Source: an optimization exercise on an open RTL-to-GDS flow (aim: small area and a short achievable clock period). Production flows keep margins and buffers that such runs may drop.
No functional check of the RTL was part of any run shown here.
Power and IR drop assume default switching activity.

$ cat constraint.sdc
create_clock -name core_clock -period 6.0 [get_ports {clk}]
set_input_delay 1.2000 -clock core_clock [delete_from_list [all_inputs] [get_ports {clk}]]
set_output_delay 1.2000 -clock core_clock [all_outputs]
set_load 0.01 [all_outputs]
$ cat design.v
`default_nettype none
package invaders_pkg;
    typedef logic [9:0] coord_t;
    typedef struct packed {
        coord_t x;
        coord_t y;
    } pos_t;
    typedef struct packed {
        logic       game_over;
        logic       game_win;
        logic [1:0] lives;
    } status_t;
    localparam int SCREEN_WIDTH  = 640;
    localparam int SCREEN_HEIGHT = 480;
    localparam int   ALIEN_W         = 16;
    localparam int   ALIEN_H         = 16;
    localparam int   ALIEN_H_SPACING = 60;
    localparam int   ALIEN_V_SPACING = 45;
    localparam pos_t ALIEN_START     = {10'd50, 10'd50};
    localparam int   ALIEN_STEP      = 2;
    localparam int   ALIEN_DROP      = 20;
    localparam int     SHIP_W       = 16;
    localparam int     SHIP_H       = 30;
    localparam coord_t SHIP_Y       = 10'd440;
    localparam coord_t SHIP_START_X = 10'd320;
    localparam int     ROCKET_W     = 7;
    localparam int     ROCKET_H     = 3;
    localparam int     ROCKET_SPEED = 2;
    localparam int     LASER_W      = 7;
    localparam int     LASER_H      = 3;
    localparam int     LASER_SPEED  = 1;
    localparam logic [5:0]  EXPLOSION_TICKS = 6'd35;
    localparam logic [1:0]  START_LIVES     = 2'd3;
    localparam logic [7:0]  POINTS_PER_KILL = 8'd10;
    localparam logic [7:0]  START_PERIOD    = 8'd8;
    localparam logic [15:0] LFSR_SEED       = 16'hACE1;
    localparam logic [2:0] REG_CONTROL    = 3'd0;
    localparam logic [2:0] REG_STATUS     = 3'd1;
    localparam logic [2:0] REG_SCORE      = 3'd2;
    localparam logic [2:0] REG_HIGH_SCORE = 3'd3;
    localparam logic [2:0] REG_SHIP_X     = 3'd4;
    localparam logic [2:0] REG_ALIVE      = 3'd5;
endpackage
`default_nettype wire
`timescale 1ns/1ps
`default_nettype none
module invaders_top #(
    parameter int ALIEN_COLS = 6,
    parameter int ALIEN_ROWS = 3
) (
    input  wire logic        clk,
    input  wire logic        reset,
    input  wire logic        frame_tick,
    input  wire logic        fire,
    input  wire logic        left,
    input  wire logic        right,
    input  wire logic        wb_cyc,
    input  wire logic        wb_stb,
    input  wire logic        wb_we,
    input  wire logic [2:0]  wb_adr,
    input  wire logic [31:0] wb_dat_w,
    output logic [31:0]      wb_dat_r,
    output logic             wb_ack
);
    localparam logic [5:0] EXP_START = 6'd1;     
    localparam logic [5:0] EXP_DONE  = 6'd11;    
    function automatic logic ge_c(input logic [9:0] a, input logic [9:0] k);
        ge_c = 1'b1;
        for (int i = 0; i < 10; i++)
            ge_c = k[i] ? (a[i] && ge_c) : (a[i] || ge_c);
    endfunction
    function automatic logic le_c(input logic [9:0] a, input logic [9:0] k);
        le_c = 1'b1;
        for (int i = 0; i < 10; i++)
            le_c = k[i] ? (!a[i] || le_c) : (!a[i] && le_c);
    endfunction
    function automatic logic [10:0] carries(input logic [9:0] a, input logic [9:0] b, input logic cin);
        logic [9:0] g, p, gg, pp, gn, pn;
        g  = a & b;
        p  = a ^ b;
        gg = g;
        pp = p;
        gg[0] = g[0] | (p[0] & cin);
        for (int d = 1; d < 10; d = d * 2) begin
            gn = gg;
            pn = pp;
            for (int i = d; i < 10; i++) begin
                gn[i] = gg[i] | (pp[i] & gg[i-d]);
                pn[i] = pp[i] & pp[i-d];
            end
            gg = gn;
            pp = pn;
        end
        carries = {gg, cin};
    endfunction
    function automatic logic [9:0] add(input logic [9:0] a, input logic [9:0] b, input logic cin);
        logic [10:0] c;
        c   = carries(a, b, cin);
        add = a ^ b ^ c[9:0];
    endfunction
    function automatic logic [9:0] incdec(input logic [9:0] x, input logic dec);
        for (int i = 0; i < 10; i++)
            incdec[i] = x[i] ^ (dec ? ~|(x & ((10'd1 << i) - 10'd1)) : &(x | ~((10'd1 << i) - 10'd1)));
    endfunction
    function automatic logic [7:0] score_of(input logic [2:0] q, input logic [1:0] r);
        score_of = {q, 5'b0} - {4'b0, q, 1'b0} + {3'b0, r, 3'b0} + {5'b0, r, 1'b0};
    endfunction
    function automatic logic [63:0] move_table();
        for (int i = 0; i < 64; i++) move_table[i] = (i % 8) + (i / 8) >= 7;
    endfunction
    localparam logic [63:0] MOVE_T = move_table();
    logic        run, restart;
    logic [17:0] dat;
    logic        game_over, game_win;
    logic [1:0]  lives;
    logic [2:0]  kq, hq;         
    logic [1:0]  kr, hr;         
    logic        dir_right;
    logic [2:0]  count;
    logic [8:0]  fx;             
    logic [4:0]  fn;             
    logic [5:0]  at_edge;        
    logic [17:0] alive;
    logic [9:0]  ship_x;
    logic [5:0]  explode;
    logic        ra;             
    logic [9:0]  drx;            
    logic [5:0]  ra_;            
    logic [3:0]  rb;             
    logic        la;             
    logic [9:0]  lo;             
    logic [4:0]  la_;            
    logic [4:0]  lb;             
    logic [15:0] lfsr;
    logic [2:0]  scol;
    logic [1:0]  srow;
    logic req, step;
    assign req  = wb_cyc && wb_stb && !wb_ack;
    assign step = frame_tick && run && !game_over && !game_win;
    logic [7:0]  score;
    logic [17:0] read_data;
    assign score = score_of(wb_adr[0] ? hq : kq, wb_adr[0] ? hr : kr);
    always_comb begin
        case (wb_adr)
            3'd0:    read_data = {17'b0, run};
            3'd1:    read_data = {14'b0, game_over, game_win, lives};
            3'd2,
            3'd3:    read_data = {10'b0, score};
            3'd4:    read_data = {8'b0, ship_x};
            3'd5:    read_data = alive;
            default: read_data = '0;
        endcase
    end
    always_ff @(posedge clk) dat <= read_data;
    assign wb_dat_r = {14'b0, dat};
    always_ff @(posedge clk or posedge reset) begin
        if (reset) begin
            run     <= 1'b0;
            wb_ack  <= 1'b0;
            restart <= 1'b0;
        end else begin
            wb_ack  <= req;
            restart <= 1'b0;
            if (req && wb_we && wb_adr == 3'd0) begin
                run     <= wb_dat_w[0];
                restart <= wb_dat_w[1];
            end
        end
    end
    logic [5:0] col_live;
    logic [2:0] row_live;
    always_comb begin
        for (int c = 0; c < 6; c++)
            col_live[c] = alive[c] | alive[6+c] | alive[12+c];
        for (int r = 0; r < 3; r++)
            row_live[r] = |alive[r*6 +: 6];
    end
    logic hit_edge;
    assign hit_edge = |(col_live & at_edge);
    logic bottom_reached;
    assign bottom_reached = (row_live[2] && fn >= 5'd12)
                         || (row_live[1] && fn >= 5'd14)
                         || (row_live[0] && fn >= 5'd17);
    logic move;
    assign move = MOVE_T[{kq, count}];
    logic fmove, fdrop;
    assign fmove = move && !hit_edge;            
    assign fdrop = move && hit_edge;             
    logic [8:0] fx_inc, fx_dec, fx_n;
    logic       dir_n;
    logic [5:0] at_edge_n;
    assign fx_inc = 9'(incdec(10'(fx), 1'b0));
    assign fx_dec = 9'(incdec(10'(fx), 1'b1));
    always_comb begin
        fx_n  = fmove ? (dir_right ? fx_inc : fx_dec) : fx;
        dir_n = dir_right ^ fdrop;
        for (int c = 0; c < 6; c++)
            at_edge_n[c] = dir_n ? (fx_n == 9'(312 - 30*c)) : (fx_n == 9'(512 - 30*c));
    end
    logic [5:0]  col_hit;
    logic [2:0]  row_hit;
    logic [17:0] hit_vec;
    logic        kill;
    always_comb begin
        for (int c = 0; c < 6; c++)
            col_hit[c] = (c == 0) ? (ge_c(drx, 10'd1014) || le_c(drx, 10'd11))
                                  : (ge_c(drx, 10'(60*c - 10)) && le_c(drx, 10'(60*c + 11)));
        row_hit[0] = (ra_ == 6'd2 && rb >= 4'd4) || (ra_ == 6'd3 && rb <= 4'd2);
        row_hit[1] = (ra_ == 6'd4 && rb >= 4'd6) || (ra_ == 6'd5 && rb <= 4'd4);
        row_hit[2] = (ra_ == 6'd6 && rb >= 4'd9) || (ra_ == 6'd7 && rb <= 4'd7);
        for (int r = 0; r < 3; r++)
            for (int c = 0; c < 6; c++)
                hit_vec[r*6+c] = alive[r*6+c] && col_hit[c] && row_hit[r];
    end
    assign kill = ra && (|hit_vec);              
    logic r_top;
    always_comb begin
        logic [5:0] a, b;
        a = ra_;
        b = {1'b0, fn};
        r_top = (rb == 4'd0);
        for (int i = 0; i < 6; i++)
            if ((a[i] ^ b[i]) != ((i == 0) ? 1'b0 : (a[i-1] | b[i-1]))) r_top = 1'b0;
    end
    logic [9:0] rs, drx_n;
    always_comb begin
        rs = ra ? drx : add(ship_x, ~{fx, 1'b0}, 1'b1);
        drx_n[0] = rs[0];
        for (int i = 1; i < 10; i++)
            drx_n[i] = rs[i] ^ ((fmove && !dir_right && &(rs[9:1] | ~((9'd1 << (i-1)) - 9'd1)))
                             || (fmove &&  dir_right && ~|(rs[9:1] & ((9'd1 << (i-1)) - 9'd1))));
    end
    logic [5:0] ra_s, ra_n;
    logic [3:0] rb_n;
    always_comb begin
        if (ra) begin
            rb_n = (rb == 4'd0) ? 4'd9 : rb - 4'd1;
            ra_s = (rb == 4'd0) ? ra_ - 6'd1 : ra_;
        end else begin
            rb_n = 4'd8;
            ra_s = 6'd21 - {1'b0, fn};
        end
        ra_n = fdrop ? ra_s - 6'd1 : ra_s;
    end
    logic       can_shoot;
    logic [2:0] col_alive;
    always_comb begin
        for (int r = 0; r < 3; r++) col_alive[r] = alive[r*6 + int'(scol)];
        case (srow)
            2'd0:    can_shoot = col_alive[0] && !col_alive[1] && !col_alive[2];
            2'd1:    can_shoot = col_alive[1] && !col_alive[2];
            default: can_shoot = col_alive[2];
        endcase
    end
    logic [9:0] shoot_lo;
    logic [4:0] shoot_a, shoot_b;
    assign shoot_lo = add({fx, 1'b0}, 10'(60 * int'(scol) - 11), 1'b0);
    assign shoot_a  = fn + 5'(3 + 2 * int'(srow));
    assign shoot_b  = 5'(6 + 5 * int'(srow));
    logic [10:0] cl;
    logic [9:0]  pl, dl;
    logic        hi_zero, overlap_x, overlap_y, overlap, ship_hit;
    always_comb begin
        cl = carries(ship_x, ~lo, 1'b1);
        pl = ship_x ^ ~lo;
        dl = pl ^ cl[9:0];
        hi_zero = (pl[5] == cl[5]);
        for (int i = 6; i < 10; i++)
            if (pl[i] != (ship_x[i-1] | ~lo[i-1])) hi_zero = 1'b0;
    end
    assign overlap_x = hi_zero && le_c({5'd0, dl[4:0]}, 10'd21);
    assign overlap_y = (la_ == 5'd21 && lb >= 5'd18) || la_ == 5'd22 || (la_ == 5'd23 && lb <= 5'd9);
    assign overlap   = overlap_x && overlap_y;
    assign ship_hit  = la && overlap;            
    logic laser_end;                             
    assign laser_end = la_ >= 5'd24 || (la_ == 5'd23 && lb >= 5'd17);
    always_ff @(posedge clk or posedge reset) begin
        if (reset) begin
            lfsr <= 16'hACE1;
        end else if (restart) begin
            lfsr <= 16'hACE1;
        end else begin
            lfsr <= {lfsr[14:0], lfsr[15] ^ lfsr[13] ^ lfsr[12] ^ lfsr[10]};
        end
    end
    always_ff @(posedge clk or posedge reset) begin
        if (reset) begin
            hq <= '0;
            hr <= '0;
        end else if ({kq, kr} > {hq, hr}) begin
            hq <= kq;
            hr <= kr;
        end
    end
    always_ff @(posedge clk or posedge reset) begin
        if (reset) begin
            game_over <= 1'b0;
            game_win  <= 1'b0;
            lives     <= 2'd3;
            kq        <= '0;
            kr        <= '0;
        end else if (restart) begin
            game_over <= 1'b0;
            game_win  <= 1'b0;
            lives     <= 2'd3;
            kq        <= '0;
            kr        <= '0;
        end else begin
            if (step && kill) begin
                if (kr == 2'd2) begin
                    kr <= 2'd0;
                    kq <= kq + 3'd1;
                end else begin
                    kr <= kr + 2'd1;
                end
            end
            if (step && ship_hit && lives != 2'd0) lives <= lives - 2'd1;
            if (lives == 2'd0 || bottom_reached) game_over <= 1'b1;
            if (alive == '0) game_win <= 1'b1;
        end
    end
    always_ff @(posedge clk or posedge reset) begin
        if (reset) begin
            fx        <= 9'd25;
            fn        <= '0;
            dir_right <= 1'b1;
            at_edge   <= '0;
            count     <= '0;
            alive     <= '1;
        end else if (restart) begin
            fx        <= 9'd25;
            fn        <= '0;
            dir_right <= 1'b1;
            at_edge   <= '0;
            count     <= '0;
            alive     <= '1;
        end else if (step) begin
            if (ra) alive <= alive & ~hit_vec;
            fx        <= fx_n;
            dir_right <= dir_n;
            at_edge   <= at_edge_n;
            if (fdrop) fn <= fn + 5'd1;
            count     <= move ? 3'd0 : count + 3'd1;
        end
    end
    logic ship_r, ship_l;
    assign ship_r = right && !ge_c(ship_x, 10'd623);
    assign ship_l = !right && left && ge_c(ship_x, 10'd2);
    always_ff @(posedge clk or posedge reset) begin
        if (reset) begin
            ship_x  <= 10'd320;
            explode <= EXP_DONE;
            ra      <= 1'b0;
        end else if (restart) begin
            ship_x  <= 10'd320;
            explode <= EXP_DONE;
            ra      <= 1'b0;
        end else if (step) begin
            if (ship_r || ship_l) ship_x <= incdec(ship_x, ship_l);
            if (ship_hit) explode <= EXP_START;
            else if (explode != EXP_DONE) explode <= {explode[4:0], explode[5] ^ explode[4]};
            if (kill) ra <= 1'b0;
            else if (ra) begin
                if (r_top) ra <= 1'b0;
            end else if (fire && explode == EXP_DONE) ra <= 1'b1;
        end
    end
    always_ff @(posedge clk) begin
        if (step) begin
            drx <= drx_n;
            ra_ <= ra_n;
            rb  <= rb_n;
        end
    end
    always_ff @(posedge clk or posedge reset) begin
        if (reset) begin
            la   <= 1'b0;
            scol <= '0;
            srow <= '0;
        end else if (restart) begin
            la   <= 1'b0;
            scol <= '0;
            srow <= '0;
        end else if (step) begin
            if (ship_hit) la <= 1'b0;
            else if (la) begin
                if (laser_end) la <= 1'b0;
            end else begin
                if (can_shoot && lfsr[0]) la <= 1'b1;
                if (scol == 3'd5) begin
                    scol <= '0;
                    srow <= (srow == 2'd2) ? 2'd0 : srow + 2'd1;
                end else begin
                    scol <= scol + 3'd1;
                end
            end
        end
    end
    always_ff @(posedge clk) begin
        if (step) begin
            if (la) begin
                if (lb == 5'd19) begin
                    lb  <= '0;
                    la_ <= la_ + 5'd1;
                end else begin
                    lb  <= lb + 5'd1;
                end
            end else begin
                lo  <= shoot_lo;
                la_ <= shoot_a;
                lb  <= shoot_b;
            end
        end
    end
endmodule
`default_nettype wire
$ cat config.mk
export PLATFORM = sky130hd
export DESIGN_NAME = invaders_top
export DESIGN_NICKNAME = invaders_top
export VERILOG_FILES = /design/flow/design.v
export SDC_FILE = /design/flow/constraint.sdc
export NUM_CORES = 4
export LEC_CHECK = 0
export CAP_MARGIN = 20
export CORE_MARGIN = 2
export CORE_UTILIZATION = 40
export SETUP_SLACK_MARGIN = 3
export SLEW_MARGIN = 20
$ cat run.sh
#!/bin/bash
# synth_recipe.tcl (not shown) runs the flow's synth.tcl, then flattens the netlist and writes it again
# the make line also repeats each setting of config.mk as NAME=value (left out here)
make -C /OpenROAD-flow-scripts/flow DESIGN_CONFIG=/design/flow/config.mk WORK_HOME=/design/flow/orfs CLKGATE_MAP_FILE= SYNTH_SCRIPT=/design/flow/synth_recipe.tcl finish
==> metrics.md, run 1 <==
| Metric | Value |
|---|---|
| Status | `timing/DRC/antenna clean` |
| Vias in the first global route | `just over 8000` |
| Routed WL | `~29 mm` |
| R2R depth | `11` |
| Post-placement cell area | `11400 µm²` |
| Largest net degree at the start of global routing | `51` |
| Hold Crit Endpoint | `lfsr[15]$_DFF_PP1_` |
| Worst r2r src | `scol[0]$_DFFE_PP0P_` |
| DP HPWL | `about 20 mm` |
| Grt total ovfl | `0` |
| Worst EP required | `~6.2 ns` |
| Routed Antenna Nets | `0` |
| Worst Path Arrival | `about 3.3 ns` |
| Ys flop type | `dfrtp_1` |
| FF+latch count, synth | `154` |
| Initial antenna violation count | `0` |
| Port Buffers | `32` |
| Routed WL per cell | `18.2 µm` |
| Multi-input logic area | `between 6000 and 7000 µm²` |
| Hold Vio Cnt, Final | `0` |
| Syn Std Cell Area | `about 11000 µm²` |
| Layout net count | `between 1000 and 1500` |
| Io pins | `77` |
| Gpl congestion | `slightly above 0.9` |
| H-tree lvl count | `4` |
| Leak | `approximately 0.0053 µW` |
| VDD IR-drop max | `between 200 and 300 µV` |
| Max-cap violations | `0` |
| Core footprint | `around 27000 µm²` |
| Asr flop ratio synth | `63.6%` |
| Critical path class | `flop to flop` |
| Cell variety after synth | `84` |
| Clock skew after layout | `a little over 0.01 ns` |
| Hold path cells | `1` |
| Sink Count | `154` |
| # rows | `60` |
| Worst path cell trace | `fa_2, ha_4, fa_2, xor2_1, ha_1, inv_1, o21bai_1, a21oi_2, o21bai_1, a21oi_2, xnor2_1` |
| Share of cells above drive strength 1 | `around a fifth` |
| Rel. slew slack | `between 50 and 60%` |
| CTS Root Cell | `clkbuf_16` |
| Worst path max stage delay | `a little over 0.6 ns` |
| FMAX | `around 0.32 GHz` |
| Initial core utilization | `about two fifths` |
| Hold/Removal Path Class | `flop to flop` |
| Die ar. | `about 28000 µm²` |
| Cell count after synthesis | `1142` |
| Worst skew pair latency | `about 0.43 ns` |
| Vias | `8683` |
| Post-synth EDFFs | `38` |
| Post-layout min period | `3.12 ns` |
| # setup viols final | `0` |
| Mapped Avg Cell Area | `between 9 and 10 µm²` |
| CTS max path bufs | `2` |
| Hold path start | `lfsr[14]$_DFF_PP0_` |
| Die width | `168 µm` |
| GRT Overall Usage | `about a fifth` |
| P&R area growth vs syn | `18.6%` |
| Most frequent cells in the layout | `83 x ha_1, 75 x inv_1, 72 x nand2_1` |
| Clk pin slew, worst setup/hold paths | `roughly 0.070 ns` |
| CTS tree | `yes` |
| RSZ-0062 raised after global routing | `yes` |
| Setup_tns | `0 ns` |
| Critical Path Start Type | `flop` |
| Crit path capture type | `flop` |
| Final Max Slew Viols | `0` |
| Initial DRT Pass Iterations | `5` |
| Sequential-to-total area share from yosys stat | `a little under two fifths` |
| Via density | `around 5.5` |
| Reg-to-reg endpoint | `lo[9]$_DFFE_PP_` |
| Fillers | `around 2500` |
| Initial DRC Count | `around 670` |
| Seq. cell area | `between 4000 and 5000 µm²` |
| Final routed DRC violation total | `0` |
| Post-route cell area | `approximately 13000 µm²` |
| Die height | `168 µm` |
| Register-to-register path setup slack | `2.88 ns` |
| CP max stage cell | `fa_2` |
| Ant. Diodes | `0` |
| First-pass GRT wire length | `45.0 mm` |
| Yosys warnings | `1` |
| Fin crit share | `a little over half` |
| Least-Margin Pin Slew | `approximately 0.73 ns` |
| Crit Path Max Fanout | `3` |
| CTS buffer count | `17` |
| Leading cell type in the layout, fill and taps excluded | `ha_1` |
| Pwr Density | `roughly 240 nW/µm²` |
## critical path, delay by kind of cell (launching register included)
kind / cells / cell delay, ns
AOI/OAI and AO/OA: 4 / 0.49
buffers and inverters: 1 / 0.05
DFF: 1 / 0.51
xor gates and xnor gates: 2 / 0.28
adders and majority gates: 4 / 1.53
## worst max-delay path by stage
stage	endpoint	startpoint	slack (ns)
6_report	lo[9]$_DFFE_PP_	scol[0]$_DFFE_PP0P_	2.88
4_1_cts	kq[2]$_DFFE_PP0P_	drx[8]$_DFFE_PP_	2.84
3_5_place_dp	kq[2]$_DFFE_PP0P_	frame_tick	1.89
5_1_grt	kq[2]$_DFFE_PP0P_	drx[5]$_DFFE_PP_	2.77
3_3_place_gp	kq[2]$_DFFE_PP0P_	frame_tick	1.91
2_1_floorplan	at_edge[2]$_DFFE_PP0N_	fx[1]$_DFFE_PP0N_	3.02
## metal layers
layer / vias up / track usage [%] / part of all wire (%)
met5: - / 0 / 0
met4: 0 / 7.83 / 2.6
met3: 37 / 3.11 / 4.8
met2: 220 / 31.9 / 46
met1: 4210 / 27.9 / 47
li1: 4216 / - / -
## synth_stat cells, types with 6 or more instances
cell / number / area (µm²)
a21o_1: 16 / 120
a21oi_1: 54 / 270
a22o_1: 6 / 52.6
a22oi_1: 8 / 60.1
a31oi_1: 10 / 62.6
and2_1: 10 / 62.6
and3_1: 20 / 125
buf_4: 14 / 105
clkbuf_1: 39 / 146
dfrtp_1: 61 / 1530
dfstp_2: 37 / 972
dfxtp_1: 18 / 360
edfxtp_1: 38 / 1140
fa_1: 6 / 120
ha_1: 88 / 1100
inv_1: 77 / 289
mux2_2: 6 / 67.6
mux2i_1: 27 / 270
mux4_2: 6 / 135
nand2_1: 72 / 270
nand2b_1: 28 / 175
nand3_1: 25 / 125
nand3b_1: 7 / 52.6
nand4_1: 8 / 50.1
nor2_1: 70 / 263
nor2b_1: 19 / 119
nor3_1: 37 / 185
nor4_1: 7 / 43.8
nor4b_1: 6 / 52.6
o21a_1: 12 / 90.1
o21ai_0: 60 / 300
o22ai_1: 16 / 100
o31ai_1: 18 / 135
or2_2: 10 / 62.6
or3_1: 13 / 81.3
or4_1: 8 / 60.1
xnor2_1: 65 / 569
xor2_1: 25 / 219
## flip-flops by register name (all words and copies together) (netlist names), 9 cells and up
| signal | count |
|---|---|
| alive | 18 |
| drx | 9 |
| lo | 9 |
| fx | 9 |
| lfsr | 16 |
| ship_x | 10 |
| dat | 18 |
## kinds of logic (layout without fill, tap and decap cells)
| family | Yosys count | in the layout | synth area share (%) |
|---|---|---|---|
| buffers and inverters | 138 | 210 | 5.38 |
| muxes | 40 | 40 | 4.48 |
| and+or+nand+nor | 362 | 362 | 17.9 |
| adders and majority gates | 94 | 94 | 11.3 |
| xor gates and xnor gates | 94 | 94 | 7.99 |
| AOI/OAI and AO/OA | 259 | 259 | 15.9 |
| other | 1 | 14 | 0.0347 |
| DFF | 154 | 154 | 37.0 |
## timing repair
| action | in CTS | in global routing |
|---|---|---|
| pin swaps | 10 | 24 |
| buffers inserted | 21 | 36 |
| gates resized for setup | 38 | 43 |
| cloned | 1 | 0 |
| endpoints found under the setup margin | 61 | 26 |
| hold buffers | 0 | 0 |
| endpoints found under the hold margin | 0 | 0 |
## metrics by stage
step	utilization (%)	setup slack [ns]	std cells	hold WS [ns]	total power, µW
after CTS	46.2	2.84	1532	0.437	3080
after detailed placement	42.8	1.89	1478	0.420	2000
after global placement	42.8	1.91	1478	0.415	1990
after global routing	48.0	2.77	1568	0.459	3280
final	48.0	2.88	1568	0.434	3120
after floorplan	-	3.02	1155	0.410	1830
## cell type report
| type | count | area share (%) |
|---|---|---|
| inverter | 78 | 2.54 |
| timing repair buffer | 100 | 7.01 |
| sequential | 154 | 31.3 |
| clock buffer | 19 | 3.62 |
| tap | 341 | 3.32 |
| multi-input combinational | 863 | 51.4 |
| clock inverter | 13 | 0.809 |
## where the power goes
part	switching, µW	internal (µW)
Clock	481	575
Sequential	124	1250
Combinational	349	344
Total	953	2170
==> run 2: changes to the inputs <==
--- a/config.mk
+++ b/config.mk
@@ -8,5 +8,5 @@
 export CAP_MARGIN = 20
 export CORE_MARGIN = 2
 export CORE_UTILIZATION = 40
-export SETUP_SLACK_MARGIN = 3
+export SETUP_SLACK_MARGIN = 2
 export SLEW_MARGIN = 20
==> run 2 against run 1 <==
Compared with the run above:
- still clean on timing, DRC and antenna
- global-route usage fell by 0.53 points
- clock power about the same
- hold slack lost 0.0041 ns
- worst setup slack lost 0.52 ns
- register-to-register slack lost 0.52 ns
- sequential power about the same
- via count is 2.2% lower
- critical path depth fell by 1
- synthesized cell count unchanged
- wire length down 4.7%
- critical path type unchanged
- critical endpoint unchanged
- highest routed layer unchanged
==> metrics.md, run 2 <==
| Metric | Value |
|---|---|
| Die ar. | `28400 µm²` |
| Top Registers | `alive (18), dat (18), lfsr (16)` |
| Buf/Inv on CP | `0` |
| CTS hold repair buffers | `0` |
| Max-cap violations | `0` |
| Crit path max-delay family | `adder cells` |
| Grt total ovfl | `0` |
| FMAX | `between 0.2 and 0.3 GHz` |
| Most instantiated cells after synthesis | `88 x ha_1, 77 x inv_1, 72 x nand2_1` |
| Synth area leader | `dfrtp_1` |
| # rows | `60` |
| Critical Path Start Type | `flop` |
| Cell variety after synth | `84` |
| GRT Overall Usage | `about a fifth` |
| Fin crit share | `60.7%` |
| Clk pin slew, worst setup/hold paths | `about 0.07 ns` |
| Worst hold slack | `between 0.4 and 0.5 ns` |
| Fillers | `approximately 2600` |
| Ant. Diodes | `0` |
| Clock skew after layout | `about 0.010 ns` |
| P&R area growth vs syn | `10.7%` |
| Synth top area share | `between 10% and 20%` |
| Die width | `approximately 170 µm` |
| Critical Path Stages | `10` |
| Critical path class | `flop to flop` |
| Share of cells above drive strength 1 | `around a tenth` |
| Ys flop type | `dfrtp_1` |
| Status | `timing/DRC/antenna clean` |
| Setup_tns | `0 ns` |
| Hold path cells | `1` |
| Vias | `between 8000 and 9000` |
| Pwr Density | `approximately 250 nW/µm²` |
| R2R depth | `10` |
| Sequential-to-total area share from yosys stat | `approximately 37%` |
| Gpl congestion | `~0.86` |
| Asr flop ratio synth | `between 60% and 70%` |
| Worst path cell trace | `fa_1, ha_1, fa_1, nor3_1, xnor2_1, ha_1, a21oi_1, o21bai_1, a21oi_1, xnor2_1` |
| Die height | `about 170 µm` |
| Crit Path Max Fanout | `14` |
| Initial DRC Count | `674` |
| Routed Antenna Nets | `0` |
| Leak | `approximately 0.0049 µW` |
| Synth top area cells | `dfrtp_1 14%, edfxtp_1 11%, ha_1 10%, dfstp_2 9.0%, xnor2_1 5.3%` |
| Worst Path Arrival | `~3.8 ns` |
| CTS Root Cell | `clkbuf_16` |
| Layout net count | `~1300` |
| Crit path capture type | `flop` |
| Rel. slew slack | `a little under two fifths` |
| RSZ-0062 raised after global routing | `no` |
| Worst EP required | `~6.2 ns` |
| Io pins | `77` |
| Vias in the first global route | `between 8000 and 9000` |
| Setup Buffers After CTS | `0` |
| Largest net degree at the start of global routing | `54` |
| Post-layout min period | `3.64 ns` |
| Initial core utilization | `a little over 40%` |
| VDD IR-drop max | `212 µV` |
| Post-synth EDFFs | `38` |
| Final Max Slew Viols | `0` |
| Hold/Removal Path Class | `flop to flop` |
| Mapped Avg Cell Area | `between 9 and 10 µm²` |
| FF+latch count, synth | `around 150` |
| PostCTS Resize Cnt | `0` |
| DP HPWL | `~20 mm` |
| # setup viols final | `0` |
| Routed WL | `~27 mm` |
| CP max stage cell | `dfrtp_1` |
| Yosys warnings | `1` |
| Leading cell type in the layout, fill and taps excluded | `ha_1` |
| H-tree lvl count | `4` |
| First-pass GRT wire length | `44.0 mm` |
| Least-Margin Pin Slew | `0.922 ns` |
| Initial antenna violation count | `0` |
| Hold path start | `lfsr[14]$_DFF_PP0_` |
| Hold Vio Cnt, Final | `0` |
| CTS buffer count | `17` |
| Worst path max stage delay | `roughly 0.75 ns` |
| Sink Count | `roughly 150` |
| Initial DRT Pass Iterations | `5` |
| Final routed DRC violation total | `0` |
| Via density | `around 5.6` |
| CTS max path bufs | `2` |
| Number of cells after detailed placement | `1479` |
| Routed WL per cell | `approximately 18 µm` |
| Post-Layout Cell Count | `around 1500` |
| Syn Std Cell Area | `approximately 11000 µm²` |
| Port Buffers | `32` |
| Core footprint | `approximately 27000 µm²` |
| Most frequent cells in the layout | `88 x ha_1, 76 x inv_1, 72 x nand2_1` |
| Count leader, synth | `ha_1` |
| Worst skew pair latency | `between 0.4 and 0.5 ns` |
| CTS tree | `yes` |
| CP startpoint | `scol[0]$_DFFE_PP0P_` |
| Cell count after synthesis | `around 1100` |
| Worst r2r src | `scol[0]$_DFFE_PP0P_` |
[run 2: changes by cell type in the layout (fill, tap and decap cells not counted), moves of 4 or more]
cell,previous run,this run
buf_4,62,11
dfrtp_1,52,60
dfrtp_2,8,1
ha_1,83,88
xnor2_1,60,65
nor2_1,66,70
o21ai_0,56,60
o31ai_1,14,18
xnor2_2,7,3
[run 2: cells by family (layout without fill, tap and decap cells)]
logic type	count (synthesis)	count (layout)	share of synthesized area [%]
fa+ha+maj	94	94	11.3
buf+inv	138	153	5.38
other cells	1	14	0.0347
xor+xnor	94	94	7.99
flops	154	154	37.0
simple gates	362	362	17.9
mux	40	40	4.48
compound gates	259	259	15.9
[run 2: layout make-up]
class / instances / area [µm²] / area share [%]
clock buffers: 17 / 425 / 3.55
multi-input cells: 863 / 6290 / 52.5
repair buffers: 43 / 405 / 3.38
inverters: 78 / 295 / 2.46
well taps: 341 / 427 / 3.56
clock inverters: 15 / 140 / 1.17
flip-flops and latches: 154 / 4000 / 33.4
[run 2: power breakdown]
part	total (µW)	switching, µW	internal, µW
registers	1380	131	1250
logic	614	322	291
clock network	1060	480	579
total	3050	934	2120
[run 2: path summary, 6_finish.rpt]
path	to	slack, ns
setup reg to reg	lo[9]$_DFFE_PP_	2.36
hold reg to reg	lfsr[15]$_DFF_PP1_	0.43
min in group asynchronous	ship_x[3]$_DFFE_PP0P_	1.21
max in group asynchronous	scol[2]$_DFFE_PP0P_	3.65
hold / removal	lfsr[15]$_DFF_PP1_	0.43
setup / recovery	lo[9]$_DFFE_PP_	2.36
[run 2: metrics by stage]
| stage | utilization [%] | setup slack (ns) | total power, µW | area, µm² |
|---|---|---|---|---|
| after detailed placement | 42.7 | 1.67 | 2000 | 11400 |
| after CTS | 44.8 | 2.11 | 3070 | 12000 |
| after global placement | 42.7 | 1.72 | 1990 | 11400 |
| after floorplan | - | 2.30 | 1830 | 10900 |
| after global routing | 44.8 | 2.08 | 3200 | 12000 |
| final | 44.8 | 2.36 | 3050 | 12000 |
[run 2: per-layer routing]
metal | GRT usage, % | part of all wire [%] | routed length (µm)
met3 | 2.53 | 5.2 | 1410
met1 | 27.6 | 47 | 12800
met5 | 0 | 0 | 0
met4 | 6.30 | 2.0 | 550
met2 | 31.5 | 46 | 12500
==> run 3: changes to the inputs <==
--- a/config.mk
+++ b/config.mk
@@ -8,5 +8,5 @@
 export CAP_MARGIN = 20
 export CORE_MARGIN = 2
 export CORE_UTILIZATION = 40
-export SETUP_SLACK_MARGIN = 2
+export SETUP_SLACK_MARGIN = 3.5
 export SLEW_MARGIN = 20
==> run 3 against run 2 <==
Compared with the run above:
- synthesized cell count unchanged
- total power up 10%
- still clean on timing, DRC and antenna
- first-iteration DRC count up 16%
- non-clock buffer count up 161
- wire length up 18%
- design area up 22%
- synthesized area unchanged
- largest power group unchanged
==> metrics.md, run 3 <==
| Metric | Value |
|---|---|
| Critical path class | `flop to flop` |
| Post-route cell area | `between 10000 and 15000 µm²` |
| Initial DRT Pass Iterations | `5` |
| Hold/Removal Path Class | `flop to flop` |
| Setup_tns | `0 ns` |
| Crit path capture type | `flop` |
| M1 wire length | `13.7 mm` |
| Cell variety after synth | `84` |
| CTS buffer count | `17` |
| Worst EP required | `6.19 ns` |
| RSZ-0062 raised after global routing | `yes` |
| Most frequent cells in the layout | `133 x buf_4, 70 x ha_1, 67 x nand2_1` |
| # rows | `60` |
| Routed wl met2 | `~15 mm` |
| Buf/Inv on CP | `1` |
| Synth top area cells | `dfrtp_1 14%, edfxtp_1 11%, ha_1 10%, dfstp_2 9.0%, xnor2_1 5.3%` |
| Sequential-to-total area share from yosys stat | `a little under two fifths` |
| Gpl congestion | `between 0.9 and 1` |
| Layout net count | `1458` |
| Share of cells above drive strength 1 | `about 34%` |
| Initial antenna violation count | `0` |
| First-pass GRT wire length | `49.2 mm` |
| Vias in the first global route | `slightly below 9000` |
| CP max stage cell | `fa_2` |
| Worst skew pair latency | `between 0.4 and 0.5 ns` |
| Clock skew after layout | `about 0.014 ns` |
| H-tree lvl count | `4` |
| Die height | `168 µm` |
| Final routed DRC violation total | `0` |
| Least-Margin Pin Slew | `0.902 ns` |
| Final Max Slew Viols | `0` |
| Top Registers | `alive (18), dat (18), lfsr (16)` |
| Pwr Density | `229 nW/µm²` |
| Worst Path Arrival | `approximately 3.4 ns` |
| Sink Count | `154` |
| WL met3 | `between 2 and 2.5 mm` |
| Register-to-register path setup slack | `approximately 2.8 ns` |
| Initial core utilization | `40.5%` |
| Vias | `about 9000` |
| Io pins | `a little under 80` |
| # setup viols final | `0` |
| Yosys warnings | `1` |
| Syn Std Cell Area | `approximately 11000 µm²` |
| Post-placement cell area | `between 10000 and 15000 µm²` |
| Fin crit share | `between 50 and 60%` |
| Most instantiated cells after synthesis | `88 x ha_1, 77 x inv_1, 72 x nand2_1` |
| Crit path max-delay family | `adder cells` |
| Hold Vio Cnt, Final | `0` |
| CTS Root Cell | `clkbuf_16` |
| Die width | `roughly 170 µm` |
| Ys flop type | `dfrtp_1` |
| Max-cap violations | `0` |
| Mapped Avg Cell Area | `9.47 µm²` |
| Count leader, synth | `ha_1` |
| Leading cell type in the layout, fill and taps excluded | `buf_4` |
| Critical Path Start Type | `flop` |
| Die ar. | `28400 µm²` |
| CTS tree | `yes` |
| Final core occ | `roughly 55%` |
| Clk pin slew, worst setup/hold paths | `about 0.080 ns` |
| Rel. slew slack | `between 30 and 40%` |
| Ant. Diodes | `0` |
| Crit Path Max Fanout | `3` |
| CTS max path bufs | `2` |
| Status | `timing/DRC/antenna clean` |
| GRT Overall Usage | `between 20% and 30%` |
| Initial DRC Count | `between 700 and 800` |
| Worst path cell trace | `fa_2, ha_4, fa_2, xor2_1, ha_1, inv_1, o21bai_1, a21oi_2, o21bai_1, a21oi_1, xnor2_1` |
| VDD IR-drop max | `about 190 µV` |
| Top Layer Used | `met4` |
| Core footprint | `26700 µm²` |
| Synth top area share | `14.1%` |
| Grt total ovfl | `0` |
| Synth area leader | `dfrtp_1` |
| DP HPWL | `20.1 mm` |
| P&R area growth vs syn | `35.6%` |
| Cell count after synthesis | `between 1000 and 1500` |
| FMAX | `0.316 GHz` |
| Routed WL per cell | `approximately 19 µm` |
| Worst path max stage delay | `around 0.64 ns` |
| Port Buffers | `32` |
| Routed Antenna Nets | `0` |
| FF+latch count, synth | `~150` |
| Asr flop ratio synth | `between 60% and 70%` |
| Routed WL | `between 30 and 40 mm` |
| Via density | `~5.5` |
| Post-layout min period | `3.17 ns` |
| CTS hold repair buffers | `0` |
| Largest net degree at the start of global routing | `60` |
| Worst hold slack | `between 0.4 and 0.5 ns` |
| Post-synth EDFFs | `38` |
| Leak | `between 0.006 and 0.007 µW` |
## run 3: final timing paths
check,startpoint,to,cells after the start
worst max register to register,scol[0]$_DFFE_PP0P_,lo[9]$_DFFE_PP_,11
min in group asynchronous,reset,ship_x[1]$_DFFE_PP0P_,2
worst min-delay path,lfsr[9]$_DFF_PP0_,lfsr[10]$_DFF_PP1_,1
worst min register to register,lfsr[9]$_DFF_PP0_,lfsr[10]$_DFF_PP1_,1
max in group asynchronous,reset,scol[0]$_DFFE_PP0P_,3
worst max-delay path,scol[0]$_DFFE_PP0P_,lo[9]$_DFFE_PP_,11
## run 3: repair_timing
item / CTS / global route
pin swaps: 84 / 60
cloned: 3 / 0
resized for setup: 149 / 91
endpoints found under the setup margin: 97 / 61
setup buffers: 123 / 39
## run 3: cells by family after synthesis
logic type      Yosys count  synth area share (%)
flops                   154                  37.0
fa+ha+maj                94                  11.3
compound gates          259                  15.9
xor+xnor                 94                  7.99
mux                      40                  4.48
other cells               1                0.0347
simple gates            362                  17.9
buf+inv                 138                  5.38
## run 3: area by class of cell
class / instances / area (µm²)
Fill cell: 2288 / 12100
Multi-Input combinational cell: 864 / 7390
Timing Repair inverter: 1 / 16.3
Clock buffer: 17 / 425
Clock inverter: 15 / 181
Inverter: 78 / 345
Tap cell: 341 / 427
Sequential cell: 154 / 4020
Timing Repair Buffer: 204 / 1860
## run 3: stage by stage
stage | total power (µW) | setup slack [ns] | instances
2_1_floorplan | 1860 | 3.02 | 1155
3_3_place_gp | 2030 | 2.18 | 1477
3_5_place_dp | 2030 | 2.18 | 1477
4_1_cts | 3310 | 2.85 | 1635
5_1_grt | 3520 | 2.72 | 1674
6_report | 3360 | 2.83 | 1674
## run 3: layer usage
| layer | vias up | track usage [%] |
|---|---|---|
| li1 | 4425 | - |
| met1 | 4518 | 28.2 |
| met2 | 259 | 36.3 |
| met3 | 58 | 6.34 |
| met4 | 0 | 7.87 |
| met5 | - | 0 |
## run 3: report_power, final
group | internal, µW | switching [µW]
clock | 631 | 497
sequential | 1250 | 118
combinational | 446 | 419
==> run 4: changes to the inputs <==
--- a/config.mk
+++ b/config.mk
@@ -8,5 +8,5 @@
 export CAP_MARGIN = 20
 export CORE_MARGIN = 2
 export CORE_UTILIZATION = 40
-export SETUP_SLACK_MARGIN = 3.5
+export SETUP_SLACK_MARGIN = 4
 export SLEW_MARGIN = 20
==> run 4 against run 3 <==
Compared with the run above:
- sequential power about the same
- clock-buffer cell count stayed put
- die area did not move
- design area up 4.1%
- critical path depth stayed put
- largest cell class unchanged
- register-to-register slack improved by 0.04 ns
- critical path type unchanged
- clock skew down 0.0014 ns
- critical endpoint unchanged
- hold slack better by 0.0049 ns
==> metrics.md, run 4 <==
| Metric | Value |
|---|---|
| Largest net degree at the start of global routing | `43` |
| CTS Root Cell | `clkbuf_16` |
| Critical path class | `flop to flop` |
| First-pass GRT wire length | `around 52 mm` |
| Crit path max-delay family | `adder cells` |
| Worst EP required | `roughly 6.2 ns` |
| Crit Path Max Fanout | `3` |
| Final routed DRC violation total | `0` |
| Buf/Inv on CP | `1` |
| # rows | `60` |
| Number of cells after detailed placement | `1477` |
| Seq. cell area | `approximately 4000 µm²` |
| Post-synth EDFFs | `38` |
| Clock skew after layout | `approximately 0.012 ns` |
| Crit path capture type | `flop` |
| P&R area growth vs syn | `41.2%` |
| CTS buffer count | `17` |
| Initial core utilization | `between 40% and 50%` |
| Pwr Density | `around 230 nW/µm²` |
| FF+latch count, synth | `~150` |
| Share of cells above drive strength 1 | `42.3%` |
| Initial antenna violation count | `0` |
| Leak | `around 0.0063 µW` |
| Rel. slew slack | `between 30% and 40%` |
| Multi-input logic area | `7760 µm²` |
| Sink Count | `approximately 150` |
| Top Registers | `alive (18), dat (18), lfsr (16)` |
| FMAX | `0.320 GHz` |
| Vias in the first global route | `around 9500` |
| Syn Std Cell Area | `~11000 µm²` |
| Die width | `roughly 170 µm` |
| Port Buffers | `32` |
| Most frequent cells in the layout | `151 x buf_4, 68 x nand2_1, 65 x ha_1` |
| Leading cell type in the layout, fill and taps excluded | `buf_4` |
| Core footprint | `~27000 µm²` |
| Setup_tns | `0 ns` |
| Routed Antenna Nets | `0` |
| Worst path max stage delay | `approximately 0.64 ns` |
| Post-layout min period | `between 3 and 4 ns` |
| Yosys warnings | `1` |
| WL met3 | `between 1.5 and 2 mm` |
| Gpl congestion | `between 0.8 and 0.9` |
| Grt total ovfl | `0` |
| Final Max Slew Viols | `0` |
| Via density | `between 5 and 6` |
| CTS hold repair buffers | `0` |
| Die ar. | `28400 µm²` |
| GRT Overall Usage | `about a quarter` |
| Ant. Diodes | `0` |
| RSZ-0062 raised after global routing | `yes` |
| Initial DRT Pass Iterations | `5` |
| CP max stage cell | `fa_2` |
| H-tree lvl count | `4` |
| Routed WL per cell | `between 15 and 20 µm` |
| Fin crit share | `a little over half` |
| Hold/Removal Path Class | `flop to flop` |
| Hold Vio Cnt, Final | `0` |
| Synth top area cells | `dfrtp_1 14%, edfxtp_1 11%, ha_1 10%, dfstp_2 9.0%, xnor2_1 5.3%` |
| VDD IR-drop max | `196 µV` |
| Critical Path Start Type | `flop` |
| Clk pin slew, worst setup/hold paths | `0.07 ns` |
| Sequential-to-total area share from yosys stat | `between 30% and 40%` |
| Layout net count | `about 1500` |
| Count leader, synth | `ha_1` |
| Worst Path Arrival | `roughly 3.3 ns` |
| Die height | `around 170 µm` |
| Fillers | `roughly 2200` |
| CTS max path bufs | `2` |
| Ys flop type | `dfrtp_1` |
| Synth top area share | `between 10 and 15%` |
| Status | `timing/DRC/antenna clean` |
| M1 wire length | `between 10 and 15 mm` |
| Vias | `9759` |
| Max-cap violations | `0` |
| Top Layer Used | `met4` |
| Post-Layout Cell Count | `~1700` |
| Initial DRC Count | `1033` |
| Io pins | `77` |
| Cell variety after synth | `84` |
| CTS tree | `yes` |
| Worst path cell trace | `fa_2, ha_4, fa_2, xor2_1, ha_1, inv_2, o21bai_4, a21oi_2, o21bai_1, a21oi_2, xnor2_1` |
| Most instantiated cells after synthesis | `88 x ha_1, 77 x inv_1, 72 x nand2_1` |
| DP HPWL | `roughly 20 mm` |
| Routed wl met2 | `between 15 and 20 mm` |
| Routed WL | `about 34 mm` |
| Synth area leader | `dfrtp_1` |
| Worst skew pair latency | `between 0.4 and 0.5 ns` |
| Least-Margin Pin Slew | `0.899 ns` |
| Asr flop ratio synth | `between 60% and 70%` |
| Cell count after synthesis | `approximately 1100` |
| # setup viols final | `0` |
| Mapped Avg Cell Area | `~9.5 µm²` |
==> run 4: where the power goes <==
part	switching [µW]	internal [µW]	total [µW]	leakage [µW]
clock	536	564	1100	0.000289
sequential	129	1250	1380	0.00163
combinational	472	499	971	0.00437
==> run 4: kinds of logic after synthesis <==
group	count (synthesis)	share of synthesized area, %
other	1	0.0347
AND/OR/NAND/NOR	362	17.9
adder cells (fa/ha/maj)	94	11.3
flip-flops	154	37.0
buffers and inverters	138	5.38
AO/OA/AOI/OAI	259	15.9
XOR/XNOR	94	7.99
multiplexers	40	4.48
==> run 4: path summary, 6_finish.rpt <==
| check | to | startpoint | depth (start not counted) | slack (ns) |
|---|---|---|---|---|
| min in group asynchronous | restart$_DFF_PP0_ | reset | 2 | 1.17 |
| worst min register to register | lfsr[15]$_DFF_PP1_ | lfsr[14]$_DFF_PP0_ | 1 | 0.44 |
| worst max-delay path | lo[9]$_DFFE_PP_ | scol[0]$_DFFE_PP0P_ | 11 | 2.87 |
| worst min-delay path | lfsr[15]$_DFF_PP1_ | lfsr[14]$_DFF_PP0_ | 1 | 0.44 |
| worst max register to register | lo[9]$_DFFE_PP_ | scol[0]$_DFFE_PP0P_ | 11 | 2.87 |
| max in group asynchronous | explode[1]$_DFFE_PP1P_ | reset | 3 | 4.16 |
==> run 4: stage by stage <==
step | hold slack, ns | setup WS, ns | cell area [µm²] | total power, µW | utilization (%)
after global placement | 0.416 | 1.86 | 11900 | 2040 | 44.4
after global routing | 0.470 | 2.75 | 15300 | 3600 | 57.1
final | 0.439 | 2.87 | 15300 | 3450 | 57.1
after floorplan | 0.410 | 3.02 | 11500 | 1880 | -
after CTS | 0.447 | 2.83 | 14200 | 3330 | 53.3
after detailed placement | 0.423 | 1.81 | 11900 | 2060 | 44.4
==> run 4: worst reg2reg max path, cell delays in order, from the launching register on <==
cell      delay, ns
dfrtp_4        0.52
fa_2           0.64
ha_4           0.16
fa_2           0.46
xor2_1         0.16
ha_1           0.31
inv_2          0.06
o21bai_4       0.13
a21oi_2        0.07
o21bai_1       0.17
a21oi_2        0.08
xnor2_1        0.12
==> run 4: routing by layer <==
layer | global-route usage, % | vias up
li1 | - | 4510
met5 | 0 | -
met2 | 38.9 | 368
met1 | 31.0 | 4806
met4 | 8.85 | 0
met3 | 2.97 | 75
==> run 4: layout make-up <==
cell class	count	share of cell area [%]
timing repair buffer	236	13.7
inverter	78	2.17
multi-input combinational	865	50.8
sequential	154	26.5
clock inverter	15	1.13
timing repair inverter	2	0.0655
tap	341	2.79
clock buffer	17	2.79
==> run 4: repair_timing <==
action,in CTS,in global routing
pin swaps,84,83
endpoints found under the setup margin,251,165
buffers inserted,134,61
cloned,4,0
gates resized for setup,279,135
==> run 5: changes to the inputs <==
--- a/config.mk
+++ b/config.mk
@@ -5,8 +5,9 @@
 export SDC_FILE = /design/flow/constraint.sdc
 export NUM_CORES = 4
 export LEC_CHECK = 0
+export ABC_AREA = 1
 export CAP_MARGIN = 20
 export CORE_MARGIN = 2
 export CORE_UTILIZATION = 40
-export SETUP_SLACK_MARGIN = 4
+export SETUP_SLACK_MARGIN = 3
 export SLEW_MARGIN = 20
==> run 5 against run 4 <==
Compared with the run above:
- highest routed layer unchanged
- critical path type unchanged
- first-iteration DRC count shrank 25%
- design area shrank 17%
- via count grew 1.9%
- register-to-register slack gained 0.03 ns
- synthesized cell count grew 31%
- clock skew grew 0.0038 ns
- sequential power grew 25%
- largest power group is now combinational cells
- total power grew 80%
- non-clock buffer count shrank 188
- die area grew 3.3%
- worst setup slack gained 0.031 ns
==> metrics.md, run 5 <==
| Metric | Value |
|---|---|
| Status | `timing/DRC/antenna clean` |
| Critical Path Start Type | `flop` |
| Setup_tns | `0 ns` |
| Worst path max stage delay | `about 0.59 ns` |
| Combinational power share | `about 55%` |
| # setup viols final | `0` |
| Clk network pwr share | `17.6%` |
| Routed WL per cell | `15.4 µm` |
| Clock skew after layout | `roughly 0.016 ns` |
| Crit Path Max Fanout | `3` |
| Core footprint | `27600 µm²` |
| CP max stage cell | `fa_2` |
| Synth top area cells | `dfrtp_1 14%, nand2_1 11%, edfxtp_1 10%, ha_1 9.8%, dfstp_2 8.7%` |
| Hold path start | `lfsr[4]$_DFF_PP0_` |
| Port Buffers | `32` |
| Die height | `between 150 and 200 µm` |
| Crit path capture type | `flop` |
| Clk pin slew, worst setup/hold paths | `0.07 ns` |
| Buf/Inv on CP | `1` |
| Count leader, synth | `nand2_1` |
| Overall Power | `just over 6000 µW` |
| Sequential-to-total area share from yosys stat | `a little over a third` |
| Gpl congestion | `between 0.8 and 0.9` |
| Rel. slew slack | `between 50% and 60%` |
| Asr flop ratio synth | `between 60% and 70%` |
| Most instantiated cells after synthesis | `340 x nand2_1, 193 x inv_1, 135 x nor2_1` |
| Initial DRT Pass Iterations | `6` |
| Cell variety after synth | `58` |
| Worst path cell trace | `fa_2, ha_4, fa_2, nor3_2, xor2_1, ha_1, inv_1, o21bai_2, nand2_1, nand2_1, a21oi_1, xor2_1` |
| R2R depth | `12` |
| Post-layout min period | `roughly 3.1 ns` |
| Vias | `between 9000 and 10000` |
| Largest net degree at the start of global routing | `47` |
| Worst skew pair latency | `~0.45 ns` |
| FMAX | `roughly 0.32 GHz` |
| Hold Vio Cnt, Final | `0` |
| Least-Margin Pin Slew | `0.665 ns` |
| First-pass GRT wire length | `47.6 mm` |
| Reg-to-reg endpoint | `lo[9]$_DFFE_PP_` |
| Die ar. | `just under 30000 µm²` |
| Initial core utilization | `between 40% and 50%` |
| H-tree lvl count | `4` |
| CTS buffer count | `17` |
| Routed Antenna Nets | `0` |
| Cell count after synthesis | `roughly 1500` |
| FF+latch count, synth | `about 150` |
| P&R area growth vs syn | `12.7%` |
| GRT Overall Usage | `20.8%` |
| Routed WL | `29.7 mm` |
| Sink Count | `approximately 150` |
| Crit path max-delay family | `adder cells` |
| Worst EP required | `a little over 6 ns` |
| Mapped Avg Cell Area | `about 7.5 µm²` |
| Hold/Removal Path Class | `flop to flop` |
| Placement Setup Slack | `around 2.2 ns` |
| Critical path class | `flop to flop` |
| Final routed DRC violation total | `0` |
| Hold path cells | `1` |
| Register-to-register path setup slack | `2.90 ns` |
| Worst r2r src | `scol[2]$_DFFE_PP0P_` |
| Syn Std Cell Area | `11200 µm²` |
| Post-synth EDFFs | `38` |
| Initial DRC Count | `slightly below 800` |
| Die width | `171 µm` |
| Ant. Diodes | `0` |
| Cell Int Power | `~3400 µW` |
| Via density | `between 5 and 6` |
| Synth area leader | `dfrtp_1` |
| Worst Path Arrival | `between 3 and 4 ns` |
| Seq pwr share | `about 28%` |
| CTS tree | `yes` |
| Io pins | `77` |
| P_sw | `about 2800 µW` |
| Max-cap violations | `0` |
| Leak | `~0.0061 µW` |
| RSZ-0062 raised after global routing | `yes` |
| Top Registers | `alive (18), dat (18), lfsr (16)` |
| Share of cells above drive strength 1 | `10.8%` |
| Grt total ovfl | `0` |
| Yosys warnings | `1` |
| CTS Root Cell | `clkbuf_16` |
| Ys flop type | `dfrtp_1` |
| Fin crit share | `51.6%` |
| CTS max path bufs | `2` |
| Pwr Density | `~490 nW/µm²` |
| DP HPWL | `22.0 mm` |
| Final WS setup | `about 2.9 ns` |
| Most frequent cells in the layout | `339 x nand2_1, 191 x inv_1, 134 x nor2_1` |
| Final Max Slew Viols | `0` |
| Layout net count | `between 1500 and 2000` |
| Vias in the first global route | `a little over 9000` |
| Synth top area share | `around 14%` |
| Final core occ | `a little under half` |
| # rows | `61` |
| Initial antenna violation count | `0` |
| Leading cell type in the layout, fill and taps excluded | `nand2_1` |
| Hold Crit Endpoint | `lfsr[5]$_DFF_PP1_` |
| Sw frac | `a little under half` |
| VDD IR-drop max | `between 400 and 500 µV` |
## run 5: how the worst max path moves through the flow
stage | startpoint | endpoint | slack [ns] | depth (start not counted)
2_1_floorplan | scol[0]$_DFFE_PP0P_ | lo[9]$_DFFE_PP_ | 2.96 | 12
3_3_place_gp | wb_adr[0] | dat[7]$_SDFF_PN0_ | 2.26 | 14
3_5_place_dp | wb_adr[0] | dat[7]$_SDFF_PN0_ | 2.22 | 14
4_1_cts | scol[2]$_DFFE_PP0P_ | lo[9]$_DFFE_PP_ | 2.90 | 12
5_1_grt | scol[2]$_DFFE_PP0P_ | lo[9]$_DFFE_PP_ | 2.80 | 12
6_report | scol[2]$_DFFE_PP0P_ | lo[9]$_DFFE_PP_ | 2.90 | 12
## run 5: cell type report
class	count	area, µm²
flip-flops and latches	154	4010
clock buffers	17	425
well taps	378	473
clock inverters	15	174
repair inverters	1	5.00
inverters	203	777
fillers	2795	15000
repair buffers	48	443
multi-input cells	1106	6310
## run 5: power groups by stage
stage	registers (µW)	clock network, µW	logic, µW
2_1_floorplan	1620	0	2470
3_3_place_gp	1760	0	2950
6_report	1730	1090	3380
4_1_cts	1720	1110	3230
3_5_place_dp	1770	0	3010
5_1_grt	1750	1150	3850
## run 5: cell families (layout without fill, tap and decap cells)
kind of cell | count (synthesis) | count (layout) | share of synthesized area [%]
flops | 154 | 154 | 35.8
compound gates | 230 | 230 | 11.6
buf+inv | 244 | 284 | 8.98
fa+ha+maj | 94 | 94 | 10.9
xor+xnor | 53 | 53 | 4.15
mux | 1 | 1 | 0.101
simple gates | 714 | 714 | 28.4
other cells | 1 | 14 | 0.0335
## run 5: what timing repair did
item | CTS | global route
pin swaps | 6 | 4
gates resized for setup | 10 | 16
setup buffers | 8 | 2
hold buffers | 0 | 0
cloned | 0 | 1
setup endpoints to repair | 13 | 41
## run 5: worst register-to-register path, stage by stage (launching register included)
cell,delay [ns]
dfrtp_2,0.44
fa_2,0.52
ha_4,0.19
fa_2,0.59
nor3_2,0.06
xor2_1,0.17
ha_1,0.35
inv_1,0.06
o21bai_2,0.15
nand2_1,0.07
nand2_1,0.06
a21oi_1,0.07
xor2_1,0.14
## run 5: layer usage
metal | part of all wire, % | global-route usage [%] | vias to the layer above
met1 | 46 | 28.0 | 4685
met4 | 2.7 | 7.96 | 0
met3 | 4.5 | 2.49 | 52
met5 | 0 | 0 | -
li1 | - | - | 4965
met2 | 46 | 34.3 | 240
## run 5: through the flow
step | cell area (µm²) | std cells | hold slack [ns]
floorplan | 11300 | 1504 | 0.410
global placement | 11800 | 1879 | 0.414
detailed placement | 11800 | 1879 | 0.417
CTS | 12500 | 1919 | 0.435
global route | 12600 | 1922 | 0.444
finish | 12600 | 1922 | 0.431
==> run 6: changes to the inputs <==
--- a/config.mk
+++ b/config.mk
@@ -5,9 +5,8 @@
 export SDC_FILE = /design/flow/constraint.sdc
 export NUM_CORES = 4
 export LEC_CHECK = 0
-export ABC_AREA = 1
 export CAP_MARGIN = 20
 export CORE_MARGIN = 2
-export CORE_UTILIZATION = 40
+export CORE_UTILIZATION = 65
 export SETUP_SLACK_MARGIN = 3
 export SLEW_MARGIN = 20
==> run 6 against run 5 <==
Compared with the run above:
- still clean
- total power shrank 51%
- register-to-register slack lost 0.05 ns
- clock skew shrank 0.0025 ns
- core utilization grew 30 points
- critical path type unchanged
- largest cell class unchanged
- largest power group is now registers
==> metrics.md, run 6 <==
| Metric | Value |
|---|---|
| Status | `timing/DRC/antenna clean` |
| FMAX | `between 0.3 and 0.4 GHz` |
| Sink Count | `roughly 150` |
| Vias in the first global route | `around 8400` |
| Clock skew after layout | `between 0.01 and 0.015 ns` |
| Post-layout min period | `approximately 3.1 ns` |
| Placement Setup Slack | `around 1.7 ns` |
| Via density | `between 6 and 7` |
| FF+latch count, synth | `~150` |
| Worst EP required | `a little over 6 ns` |
| Hold path cells | `1` |
| Crit Path Max Fanout | `3` |
| First-pass GRT wire length | `43.5 mm` |
| Initial core utilization | `65.9%` |
| CTS Root Cell | `clkbuf_16` |
| Initial DRT Pass Iterations | `6` |
| DP HPWL | `18.8 mm` |
| Layout net count | `1337` |
| Setup_tns | `0 ns` |
| Cell Int Power | `2110 µW` |
| # rows | `47` |
| Final Max Slew Viols | `0` |
| Routed WL | `27.7 mm` |
| Share of cells above drive strength 1 | `between 10% and 20%` |
| Most instantiated cells after synthesis | `88 x ha_1, 77 x inv_1, 72 x nand2_1` |
| Worst path max stage delay | `between 0.5 and 0.6 ns` |
| VDD IR-drop max | `~210 µV` |
| H-tree lvl count | `4` |
| Final WS setup | `between 2 and 3 ns` |
| Clk network pwr share | `33.1%` |
| Initial DRC Count | `between 900 and 1000` |
| Vias | `between 8000 and 9000` |
| Worst path cell trace | `fa_1, ha_2, fa_2, xor2_1, ha_1, inv_2, o21bai_1, a21oi_2, o21bai_1, a21oi_1, xnor2_1` |
| Mapped Avg Cell Area | `roughly 9.5 µm²` |
| Fillers | `around 1200` |
| Leading cell type in the layout, fill and taps excluded | `ha_1` |
| Die height | `roughly 130 µm` |
| Synth top area share | `between 10% and 20%` |
| Fin crit share | `about 52%` |
| Rel. slew slack | `29.9%` |
| Count leader, synth | `ha_1` |
| Least-Margin Pin Slew | `just over 1 ns` |
| Die ar. | `17700 µm²` |
| Yosys warnings | `1` |
| R2R depth | `11` |
| Sequential-to-total area share from yosys stat | `a little under two fifths` |
| Cell count after synthesis | `1142` |
| Crit-path most repeated cell | `o21bai_1` |
| Leak | `about 0.0052 µW` |
| Io pins | `77` |
| Cell variety after synth | `84` |
| Synth area leader | `dfrtp_1` |
| Ant. Diodes | `0` |
| Hold/Removal Path Class | `flop to flop` |
| Syn Std Cell Area | `10800 µm²` |
| Post-synth EDFFs | `38` |
| Routed Antenna Nets | `0` |
| Asr flop ratio synth | `63.6%` |
| Seq. cell area | `4010 µm²` |
| Crit path capture type | `flop` |
| Critical path class | `flop to flop` |
| P&R area growth vs syn | `15.4%` |
| Initial antenna violation count | `0` |
| Top Registers | `alive (18), dat (18), lfsr (16)` |
| Die width | `about 130 µm` |
| Routed WL per cell | `19.4 µm` |
| Clk pin slew, worst setup/hold paths | `0.07 ns` |
| Ys flop type | `dfrtp_1` |
| Hold Vio Cnt, Final | `0` |
| P_sw | `approximately 950 µW` |
| Largest net degree at the start of global routing | `62` |
| Synth top area cells | `dfrtp_1 14%, edfxtp_1 11%, ha_1 10%, dfstp_2 9.0%, xnor2_1 5.3%` |
| Final routed DRC violation total | `0` |
| Worst Path Arrival | `between 3 and 4 ns` |
| Core footprint | `roughly 16000 µm²` |
| Gpl congestion | `roughly 0.93` |
| CTS buffer count | `17` |
| Multi-input logic area | `approximately 6600 µm²` |
| Grt total ovfl | `0` |
| CTS tree | `yes` |
| Seq pwr share | `about 45%` |
| Critical Path Start Type | `flop` |
| # setup viols final | `0` |
| Sw frac | `a little under a third` |
| CTS max path bufs | `2` |
| Most frequent cells in the layout | `86 x ha_1, 74 x inv_1, 71 x nand2_1` |
| RSZ-0062 raised after global routing | `yes` |
| Combinational power share | `22.1%` |
| Max-cap violations | `0` |
| CP max stage cell | `fa_2` |
| Worst skew pair latency | `0.44 ns` |
| Port Buffers | `32` |
| Pwr Density | `approximately 250 nW/µm²` |
| GRT Overall Usage | `a little under a third` |
-- run 6: cell type report --
cell class              instances  share of cell area (%)
flip-flops and latches        154                    32.1
multi-input cells             863                    52.8
well taps                     220                    2.20
inverters                      78                    2.53
clock buffers                  19                    3.47
repair inverters                1                  0.0701
clock inverters                13                   0.872
repair buffers                 84                    5.90
-- run 6: per-stage QoR --
step	hold WS (ns)	area (µm²)	power [µW]	utilization (%)	instances
2_1_floorplan	0.410	10900	1830	-	1155
3_3_place_gp	0.415	11300	1980	68.7	1354
3_5_place_dp	0.423	11300	2000	68.7	1354
4_1_cts	0.439	12100	3040	73.9	1415
5_1_grt	0.449	12500	3200	76.1	1432
6_report	0.436	12500	3060	76.1	1432
-- run 6: logic make-up after synthesis --
logic type / Yosys count / share of synthesized area, %
simple gates: 362 / 17.9
mux: 40 / 4.48
buf+inv: 138 / 5.38
flops: 154 / 37.0
other cells: 1 / 0.0347
fa+ha+maj: 94 / 11.3
xor+xnor: 94 / 7.99
compound gates: 259 / 15.9
-- run 6: metal layers --
| metal | wire (µm) | vias up | part of all wire, % | track usage [%] |
|---|---|---|---|---|
| li1 | - | 4183 | - | - |
| met1 | 11600 | 4205 | 42 | 41.8 |
| met2 | 12900 | 365 | 47 | 50.4 |
| met3 | 2280 | 70 | 8.2 | 6.78 |
| met4 | 939 | 0 | 3.4 | 13.5 |
| met5 | 0 | - | 0 | 0 |
-- run 6: path summary, 6_finish.rpt --
kind / from / to / slack [ns]
max in group asynchronous: reset / scol[0]$_DFFE_PP0P_ / 3.51
min in group asynchronous: reset / wb_ack$_DFF_PP0_ / 1.27
worst min-delay path: lfsr[9]$_DFF_PP0_ / lfsr[10]$_DFF_PP1_ / 0.44
worst max register to register: scol[0]$_DFFE_PP0P_ / lo[9]$_DFFE_PP_ / 2.86
worst max-delay path: scol[0]$_DFFE_PP0P_ / lo[9]$_DFFE_PP_ / 2.86
worst min register to register: lfsr[9]$_DFF_PP0_ / lfsr[10]$_DFF_PP1_ / 0.44
-- run 6: repair_timing --
| action | 4_1_cts | 5_1_grt |
|---|---|---|
| buffers inserted | 29 | 16 |
| hold buffers | 0 | 0 |
| endpoints found under the setup margin | 40 | 30 |
| resized for setup | 27 | 50 |
| cloned | 0 | 1 |
| pin swaps | 19 | 14 |
-- run 6: power by group through the flow --
stage / Clock [µW] / Sequential [µW] / Combinational [µW]
finish: 1010 / 1370 / 676
CTS: 1020 / 1370 / 650
global placement: 0 / 1380 / 597
floorplan: 0 / 1330 / 502
global route: 1060 / 1380 / 755
detailed placement: 0 / 1390 / 614
-- run 6: worst max-delay path, delay by kind of cell (launching register included) --
kind                       cells  cell delay, ns
adders and majority gates      4            1.57
DFF                            1            0.52
AOI/OAI and AO/OA              4            0.49
xor gates and xnor gates       2            0.25
buffers and inverters          1            0.06

separate check: timing with driven ports:
The flow's constraints put no driver on any port. The routed layouts listed below were extracted and timed again, unchanged, in two steps.
Step 1, drivers: a clkbuf_16 drives clk and a buf_2 each remaining input, both assumed.
Step 2, shift: input delay + t, output delay - t, t = (earliest + latest rising clock arrival at the registers) / 2. This alone moves slack from input paths to output paths.
a / b / c = ideal ports / drivers / drivers and shift; a / b = the first two.
| run | t, ns | slack for setup (ns) | worst hold slack (ns) | clock arrival spread, ns | worst data-port slew with drivers (ns) |
|---|---|---|---|---|---|
| run 1 | 0.477 | 2.877 / 2.877 / 2.549 | 0.434 / 0.434 / 0.434 | 0.010 / 0.011 | 0.04 |
| run 2 | 0.477 | 2.360 / 2.360 / 2.038 | 0.430 / 0.430 / 0.430 | 0.011 / 0.011 | 0.04 |
| run 3 | 0.471 | 2.833 / 2.833 / 2.833 | 0.434 / 0.434 / 0.434 | 0.016 / 0.015 | 0.06 |
| run 4 | 0.480 | 2.871 / 2.871 / 2.871 | 0.439 / 0.439 / 0.439 | 0.013 / 0.012 | 0.06 |
| run 5 | 0.485 | 2.901 / 2.901 / 2.738 | 0.431 / 0.431 / 0.431 | 0.017 / 0.017 | 0.04 |
| run 6 | 0.479 | 2.856 / 2.856 / 2.654 | 0.436 / 0.436 / 0.436 | 0.014 / 0.014 | 0.04 |
After both steps setup and hold are still met in every run listed. The setup slack of run 1, which loses most, moves by 0.000 ns with the drivers and by -0.328 ns with both steps.
